Context: an optimization exercise on an open-source flow, tuned for small area. The choices shown serve that exercise and are no tape-out recipe. The RTL was checked by simulation tests, not by an equivalence proof against the original design. No activity file was given, so power comes from the tool's default toggle rates. No driver is modelled on the clock port, so clocking that relies on it looks cheaper here than on a real chip.

==> flow/design.v (excerpt) <==
module branch_predictor (
  input  logic        clk,
  input  logic        reset,
  input  logic [31:0] pc,
  output logic        pred_taken,
  output logic [31:0] pred_pc,
  input  logic        upd_en,
  input  logic [31:0] upd_pc,
  input  logic        upd_taken,
  input  logic [31:0] upd_target,
  input  logic        upd_mispredict,
  output logic [31:0] hit_cnt,
  output logic [31:0] mispred_cnt
);
Size: about 1000 flip-flops, ~200 I/O pins, roughly 38000 um2 of cells after synthesis.
Settings: LEC_CHECK=0, CAP_MARGIN=20, CORE_MARGIN=2, CORE_UTILIZATION=40, PLACE_DENSITY=0.75, SETUP_SLACK_MARGIN=0.2, SLEW_MARGIN=20, SYNTH_HIERARCHICAL=1; clock period 7.0 ns.
standard.sh (not shown) runs the stock make flow with config.mk's settings and CLKGATE_MAP_FILE= SYNTH_SCRIPT=/design/flow/synth_recipe.tcl, a recipe that flattens the netlist after the stock synthesis.
==> flow/flow/run.sh <==
#!/bin/bash
set -euo pipefail
cd "$(dirname "$0")/.."
export BUFFER_PORTS_ARGS="-buffer_cell sky130_fd_sc_hd__buf_1"
export CTS_ARGS="-sink_clustering_enable -repair_clock_nets -sink_clustering_size 26 -sink_clustering_max_diameter 70 -dont_use_dummy_load"
bash standard.sh > standard_flow.log 2>&1
Change:
==> flow/flow/run.sh (replaced) <==
#!/bin/bash
set -euo pipefail
cd "$(dirname "$0")/.."
export BUFFER_PORTS_ARGS="-buffer_cell sky130_fd_sc_hd__buf_1"
export CTS_ARGS="-sink_clustering_enable -repair_clock_nets -sink_clustering_size 30 -sink_clustering_max_diameter 60 -dont_use_dummy_load"
bash standard.sh > standard_flow.log 2>&1
Settings changed: PLACE_DENSITY 0.75 to unset.
- The changed run produced a clean layout
- utilization increases by 0.88 points
- power increases by 7.4%
- count of clock-buffer cells in the layout increases by 29
- final area increases by 1.9%
- maximum frequency increases by 3.1%
- setup slack gets better by 0.21 ns
- cell count increases by 1.2%
- area after synthesis does not change
- via count decreases by 0.93%
- register-to-register slack gets worse by 0.05 ns
- synthesized cell count is unchanged
Change:
==> flow/flow/run.sh (replaced) <==
#!/bin/bash
set -euo pipefail
cd "$(dirname "$0")/.."
export BUFFER_PORTS_ARGS="-buffer_cell sky130_fd_sc_hd__buf_1"
export CTS_ARGS="-sink_clustering_enable -repair_clock_nets -sink_clustering_size 28 -sink_clustering_max_diameter 100 -dont_use_dummy_load"
bash standard.sh > standard_flow.log 2>&1
Settings changed: CORE_UTILIZATION 40 to 45.
Outcome:
- die area fell by about 11%
- synthesized cell count is unchanged
- utilization rose by 4.7 points
- combinational power fell by about 3%


branch_predictor again, from the RTL that the note above started with.
==> flow/design.v (excerpt) <==
module branch_predictor (
  input  logic        clk,
  input  logic        reset,
  input  logic [31:0] pc,
  output logic        pred_taken,
  output logic [31:0] pred_pc,
  input  logic        upd_en,
  input  logic [31:0] upd_pc,
  input  logic        upd_taken,
  input  logic [31:0] upd_target,
  input  logic        upd_mispredict,
  output logic [31:0] hit_cnt,
  output logic [31:0] mispred_cnt
);
Settings: LEC_CHECK=0, CAP_MARGIN=20, CORE_MARGIN=2, CORE_UTILIZATION=40, GPL_TIMING_DRIVEN=0, SETUP_SLACK_MARGIN=0.2, SLEW_MARGIN=20, SYNTH_HIERARCHICAL=1; clock period 7.0 ns.
==> flow/flow/run.sh <==
#!/bin/bash
set -euo pipefail
cd "$(dirname "$0")/.."
export BUFFER_PORTS_ARGS="-buffer_cell sky130_fd_sc_hd__buf_1"
export CTS_ARGS="-sink_clustering_enable -repair_clock_nets -sink_clustering_size 26 -sink_clustering_max_diameter 70 -dont_use_dummy_load"
bash standard.sh > standard_flow.log 2>&1
The starting point completed without violations.
Change:
==> flow/flow/run.sh (replaced) <==
#!/bin/bash
set -euo pipefail
cd "$(dirname "$0")/.."
bash standard.sh synth > standard_synth.log 2>&1
export BUFFER_PORTS_ARGS="-buffer_cell sky130_fd_sc_hd__buf_1"
export CTS_ARGS="-sink_clustering_enable -repair_clock_nets -sink_clustering_size 28 -sink_clustering_max_diameter 100 -dont_use_dummy_load"
export DONT_USE_CELLS="sky130_fd_sc_hd__buf_4 sky130_fd_sc_hd__buf_6 sky130_fd_sc_hd__buf_8 sky130_fd_sc_hd__buf_12 sky130_fd_sc_hd__buf_16 sky130_fd_sc_hd__clkbuf_4 sky130_fd_sc_hd__clkbuf_8"
bash standard.sh > standard_flow.log 2>&1
GPL_TIMING_DRIVEN = unset   (was 0)
PLACE_DENSITY = 0.75   (was unset)
Maximum frequency came out lower slightly. Power shrinks by a few percent. Cell count goes down slightly. Clock skew falls by 0.015 ns. Hold slack hardly moves.
Change:
==> flow/run.sh (new file) <==
#!/bin/bash
# synth_recipe.tcl (not shown) runs the flow's synth.tcl, then flattens the netlist and writes it again
# the make line also repeats each setting of config.mk as NAME=value (left out here)
make -C /OpenROAD-flow-scripts/flow DESIGN_CONFIG=/design/flow/config.mk WORK_HOME=/design/flow/orfs CLKGATE_MAP_FILE= SYNTH_SCRIPT=/design/flow/synth_recipe.tcl finish
CTS_CLUSTER_DIAMETER = 80   (was unset)
CTS_CLUSTER_SIZE = 30   (was unset)
PLACE_DENSITY = unset   (was 0.75)
removed: flow/flow/run.sh
removed: flow/standard.sh
Result: Global-route usage grows by 2.2 points. Die area is unchanged. Core utilization grows by 2.5 points. Maximum frequency grows slightly. First-iteration DRC count shrinks by a quarter to a third. Cell area grows by a few percent.
Change:
==> flow/flow/run.sh (new file) <==
#!/bin/bash
set -euo pipefail
cd "$(dirname "$0")/.."
export BUFFER_PORTS_ARGS="-buffer_cell sky130_fd_sc_hd__buf_1"
export GPL_KEEP_OVERFLOW=0.3
export CTS_ARGS="-sink_clustering_enable -repair_clock_nets -sink_clustering_size 28 -sink_clustering_max_diameter 100 -dont_use_dummy_load"
bash standard.sh > standard_flow.log 2>&1
==> flow/standard.sh (new file) <==
#!/bin/bash
# synth_recipe.tcl (not shown) runs the flow's synth.tcl, then flattens the netlist and writes it again
# the make line also repeats each setting of config.mk as NAME=value (left out here)
make -C /OpenROAD-flow-scripts/flow DESIGN_CONFIG=/design/flow/config.mk WORK_HOME=/design/flow/orfs CLKGATE_MAP_FILE= SYNTH_SCRIPT=/design/flow/synth_recipe.tcl "${@:-finish}"
CTS_CLUSTER_DIAMETER = unset   (was 80)
CTS_CLUSTER_SIZE = unset   (was 30)
removed: flow/run.sh
The new run produced a clean layout.
Cell area goes down by 3.7%.
Worst hold slack hardly moves.
Total power goes down by 4.7%.
Die area stays the same.
Critical path depth goes down by 1.
Setup slack improved by 0.14 ns.
Register-to-register slack improved by 0.28 ns.
Sequential power stays flat.
Non-clock buffer count goes up by 6.
Clock skew goes up by 0.017 ns.
Global-route usage goes up by 0.49 points.
Change:
==> flow/run.sh (new file) <==
#!/bin/bash
# synth_recipe.tcl (not shown) runs the flow's synth.tcl, then flattens the netlist and writes it again
# the make line also repeats each setting of config.mk as NAME=value (left out here)
make -C /OpenROAD-flow-scripts/flow DESIGN_CONFIG=/design/flow/config.mk WORK_HOME=/design/flow/orfs CLKGATE_MAP_FILE= SYNTH_SCRIPT=/design/flow/synth_recipe.tcl finish
CORE_UTILIZATION = 50   (was 40)
CTS_CLUSTER_DIAMETER = 60   (was unset)
CTS_CLUSTER_SIZE = 25   (was unset)
removed: flow/flow/run.sh
removed: flow/standard.sh
Setup slack loses 0.18 ns.
Cell area came out higher by 5.6%.
Final cell count came out lower by 3.5%.
Clock power came out higher by 53%.
Core utilization came out higher by 15 points.
Non-clock buffer count came out higher by 10.
Worst hold slack loses 0.0030 ns.
Flip-flop and latch count is unchanged.
Wire length came out higher by 0.81%.
Total power came out higher by 14%.
Register-to-register slack loses 0.11 ns.


Setup of run 1:
branch_predictor again, from the RTL that the note above started with.
clock: 7.0 ns
lec_check: 0
cap_margin: 20
core_margin: 2
core_utilization: 40
place_density: 0.75
setup_slack_margin: 0.2
slew_margin: 20
synth_hierarchical: 1
==> flow/flow/run.sh <==
#!/bin/bash
set -euo pipefail
cd "$(dirname "$0")/.."
export BUFFER_PORTS_ARGS="-buffer_cell sky130_fd_sc_hd__buf_1"
export CTS_ARGS="-sink_clustering_enable -repair_clock_nets -sink_clustering_size 28 -sink_clustering_max_diameter 100 -dont_use_dummy_load"
bash standard.sh > standard_flow.log 2>&1
--- input diff run 1..run 2 ---
- CORE_UTILIZATION: 40 -> 50
- PLACE_DENSITY: 0.75 -> unset
## What came out
Run 1 did not stop at any stage, and its layout met the timing, DRC and antenna checks. Run 2 finished every stage and its layout cleared the timing, DRC and antenna checks. Comparing run 2 and run 1, initial standard-cell utilization of the core is higher on run 2. Run 2 ended up with pc[3] as its worst setup path startpoint; run 1 ended up with pc[2]. Wire length on met1 | run 2 above run 1. Compared run 2 against run 1; via count within noise. In the flow results for run 2 and run 1, the sequential share of layout area is smaller on run 1. Taking run 1 as the reference point, the area growth from synthesis to layout of run 2 falls by 0.70 points. The lower worst setup timing slack at the placement stage came out of run 1. Maximum fanout count along the critical path up 1 in run 2 wrt run 1. Lower clock power was reported by run 2, not run 1. Where routed wire length is concerned, run 1 is better than run 2.
For run 3, these inputs were changed with respect to run 2:
- SETUP_SLACK_MARGIN: 0.2 -> 0.3
- CORE_UTILIZATION: 50 -> 40
==> flow/run.sh (new file) <==
#!/bin/bash
# synth_recipe.tcl (not shown) runs the flow's synth.tcl, then flattens the netlist and writes it again
# the make line also repeats each setting of config.mk as NAME=value (left out here)
make -C /OpenROAD-flow-scripts/flow DESIGN_CONFIG=/design/flow/config.mk WORK_HOME=/design/flow/orfs CLKGATE_MAP_FILE= SYNTH_SCRIPT=/design/flow/synth_recipe.tcl finish
removed: flow/flow/run.sh
removed: flow/standard.sh
### Flow results
Run 3 vs run 2: worst-case reg-to-reg path depth down in run 3. Run 3 completed every stage of the flow, and the final layout passed the timing, DRC and antenna checks. The achievable frequency of run 3 exceeds that of run 2 by 0.0035 GHz. On first-pass GRT wire length, run 2 beats run 3. Die area | run 3 > run 2.
Relative to run 3, the following input files were edited for run 4:
- SETUP_SLACK_MARGIN now 0.2, was 0.3
==> flow/flow/run.sh (new file) <==
#!/bin/bash
set -euo pipefail
cd "$(dirname "$0")/.."
export BUFFER_PORTS_ARGS="-buffer_cell sky130_fd_sc_hd__buf_1"
export CTS_ARGS="-sink_clustering_enable -repair_clock_nets -sink_clustering_size 28 -sink_clustering_max_diameter 100 -dont_use_dummy_load"
bash standard.sh > standard_flow.log 2>&1
==> flow/standard.sh (new file) <==
#!/bin/bash
# synth_recipe.tcl (not shown) runs the flow's synth.tcl, then flattens the netlist and writes it again
# the make line also repeats each setting of config.mk as NAME=value (left out here)
make -C /OpenROAD-flow-scripts/flow DESIGN_CONFIG=/design/flow/config.mk WORK_HOME=/design/flow/orfs CLKGATE_MAP_FILE= SYNTH_SCRIPT=/design/flow/synth_recipe.tcl "${@:-finish}"
removed: flow/run.sh
Results
Run 4 gives less first-pass GRT wire length than run 3 did. Clock latency at the later pin of the worst-skew pair in run 4 vs run 3: down 60 ps. Status: die outline height parity (run 4, run 3). Going from run 3 to run 4, standard cell area after detailed placement fell 3.5%, post-route setup TNS comparable, number of buffers and inverters on the critical path down 5, power share of the sequential group saw an increase. Run 4: design area lower than run 3. The start point of the critical path comes out pc[2] in one run and pc[4] in the other, namely in run 3 and run 4 respectively.
Inputs modified between run 4 and run 5:
==> flow/flow/run.sh <==
#!/bin/bash
set -euo pipefail
cd "$(dirname "$0")/.."
export BUFFER_PORTS_ARGS="-buffer_cell sky130_fd_sc_hd__buf_1"
export CTS_ARGS="-sink_clustering_enable -repair_clock_nets -sink_clustering_size 26 -sink_clustering_max_diameter 70 -dont_use_dummy_load"
bash standard.sh > standard_flow.log 2>&1
--- outcome ---
[compare] base=run 4 new=run 5: first-pass GRT wire length saw an increase, upper clock frequency limit saw an increase, count of clock-buffer cells in the layout saw an increase, fraction of power consumed by sequential logic saw a decrease.
Run 4 and run 5 ended up with nearly the same final wirelength.
Per the final summary, run 5 finished and its layout is clean on timing, DRC and antenna.
[run 5 vs run 4] wire length the detailed router placed on met1: higher in run 5
Re combinational share of power: run 4 and run 5 aren't equal, and the higher value belongs to run 4.
Compared to run 4, run 5 has biggest fanout along the worst timing path 10 higher.
Compared with run 4, run 5 shows post-route worst setup slack higher by 27 ps.


Starting RTL as in the previous note.
Settings: LEC_CHECK=0, CAP_MARGIN=20, CORE_MARGIN=2, CORE_UTILIZATION=45, SETUP_SLACK_MARGIN=0.2, SLEW_MARGIN=20, SYNTH_HIERARCHICAL=1; clock period 7.0 ns.
==> flow/flow/run.sh <==
#!/bin/bash
set -euo pipefail
cd "$(dirname "$0")/.."
export BUFFER_PORTS_ARGS="-buffer_cell sky130_fd_sc_hd__buf_1"
export CTS_ARGS="-sink_clustering_enable -repair_clock_nets -sink_clustering_size 30 -sink_clustering_max_diameter 100 -dont_use_dummy_load"
bash standard.sh > standard_flow.log 2>&1
The first run produced a clean layout.
Then changed:
==> flow/run.sh (new file) <==
#!/bin/bash
# synth_recipe.tcl (not shown) runs the flow's synth.tcl, then flattens the netlist and writes it again
# the make line also repeats each setting of config.mk as NAME=value (left out here)
make -C /OpenROAD-flow-scripts/flow DESIGN_CONFIG=/design/flow/config.mk WORK_HOME=/design/flow/orfs CLKGATE_MAP_FILE= SYNTH_SCRIPT=/design/flow/synth_recipe.tcl finish
CAP_MARGIN = 5   (was 20)
CORE_UTILIZATION = 40   (was 45)
CTS_CLUSTER_DIAMETER = 80   (was default)
CTS_CLUSTER_SIZE = 30   (was default)
SLEW_MARGIN = 5   (was 20)
removed: flow/flow/run.sh
removed: flow/standard.sh
=> The new run passed the timing, DRC and antenna checks; worst setup slack loses 0.14 ns; cell area climbs by 6.3%; power climbs by 6.5%; fmax drops by 2.1%; via count climbs by 2.7%; count of clock-buffer cells in the layout climbs by 10; flip-flop and latch count stays the same; global-route usage drops by 2.5 points; synthesized area does not change; utilization drops by 3.0 points; combinational power climbs by about 7%.
Then changed:
==> flow/flow/run.sh (new file) <==
#!/bin/bash
set -euo pipefail
cd "$(dirname "$0")/.."
export BUFFER_PORTS_ARGS="-buffer_cell sky130_fd_sc_hd__buf_1"
export CTS_ARGS="-sink_clustering_enable -repair_clock_nets -sink_clustering_size 30 -sink_clustering_max_diameter 100 -dont_use_dummy_load"
bash standard.sh > standard_flow.log 2>&1
==> flow/standard.sh (new file) <==
#!/bin/bash
# synth_recipe.tcl (not shown) runs the flow's synth.tcl, then flattens the netlist and writes it again
# the make line also repeats each setting of config.mk as NAME=value (left out here)
make -C /OpenROAD-flow-scripts/flow DESIGN_CONFIG=/design/flow/config.mk WORK_HOME=/design/flow/orfs CLKGATE_MAP_FILE= SYNTH_SCRIPT=/design/flow/synth_recipe.tcl "${@:-finish}"
CAP_MARGIN = 20   (was 5)
CTS_CLUSTER_DIAMETER = default   (was 80)
CTS_CLUSTER_SIZE = default   (was 30)
SLEW_MARGIN = 20   (was 5)
removed: flow/run.sh
Outcome: The new run ran to the end with no violations. Global-route usage falls by 0.33 points. Design area falls by a few percent. Worst setup slack is better by 0.085 ns. Sequential power hardly moves. Worst hold slack hardly moves.

## separate check: timing with driven ports
How much do the figures lean on ideal ports? The routed layouts below were timed once more, with nothing changed but the port constraints. Step 1 sets driving cells, clkbuf_16 on the clock port and buf_2 on the other inputs (assumed; they add their load-dependent delay and slew). Step 2 adds t to the input delays and takes it off the output delays; t is the mean of the earliest and latest rising clock arrival at the registers after step 1. Input paths then give back, and output paths get back, about the clock's delay inside the block. Slacks: ideal / step 1 / step 2; pairs: ideal / step 1.
| run | t, ns | setup slack, ns | hold slack, ns | clock arrival spread, ns |
|---|---|---|---|---|
| the first run of note 1 | 0.726 | 0.091 / 0.066 / 0.066 | 0.447 / 0.447 / 0.447 | 0.139 / 0.139 |
| the second run of note 1 | 0.711 | 0.300 / 0.277 / 0.080 | 0.446 / 0.446 / 0.446 | 0.075 / 0.076 |
| the third run of note 1 | 0.683 | 0.354 / 0.328 / 0.241 | 0.445 / 0.445 / 0.445 | 0.046 / 0.047 |
| the first run of note 2 | 0.705 | 0.217 / 0.191 / -0.223 | 0.448 / 0.448 / 0.448 | 0.112 / 0.112 |
| the second run of note 2 | 0.697 | 0.164 / 0.138 / 0.138 | 0.447 / 0.447 / 0.447 | 0.109 / 0.109 |
| the third run of note 2 | 0.742 | 0.235 / 0.210 / 0.133 | 0.451 / 0.451 / 0.451 | 0.053 / 0.053 |
| the fourth run of note 2 | 0.693 | 0.378 / 0.356 / 0.356 | 0.451 / 0.451 / 0.451 | 0.076 / 0.075 |
| the fifth run of note 2 | 0.724 | 0.198 / 0.175 / 0.175 | 0.448 / 0.448 / 0.448 | 0.034 / 0.034 |
| run 1 | 0.697 | 0.164 / 0.138 / 0.138 | 0.447 / 0.447 / 0.447 | 0.109 / 0.109 |
| run 2 | 0.700 | 0.202 / 0.176 / 0.176 | 0.451 / 0.451 / 0.451 | 0.028 / 0.028 |
| run 3 | 0.755 | 0.358 / 0.340 / 0.179 | 0.446 / 0.446 / 0.446 | 0.030 / 0.030 |
| run 4 | 0.684 | 0.277 / 0.256 / 0.042 | 0.449 / 0.449 / 0.449 | 0.076 / 0.076 |
| run 5 | 0.720 | 0.304 / 0.282 / 0.057 | 0.446 / 0.446 / 0.446 | 0.128 / 0.129 |
| the first run of note 4 | 0.676 | 0.404 / 0.380 / 0.155 | 0.446 / 0.446 / 0.446 | 0.058 / 0.059 |
| the second run of note 4 | 0.718 | 0.259 / 0.229 / 0.168 | 0.450 / 0.450 / 0.450 | 0.055 / 0.055 |
| the third run of note 4 | 0.689 | 0.344 / 0.322 / 0.054 | 0.451 / 0.451 / 0.451 | 0.053 / 0.052 |
With both steps, setup timing fails in the first run of note 2, where it was met with ideal ports. For the first run of note 2, which loses most, drivers alone change the setup slack by -0.026 ns; drivers and shift together by -0.440 ns.
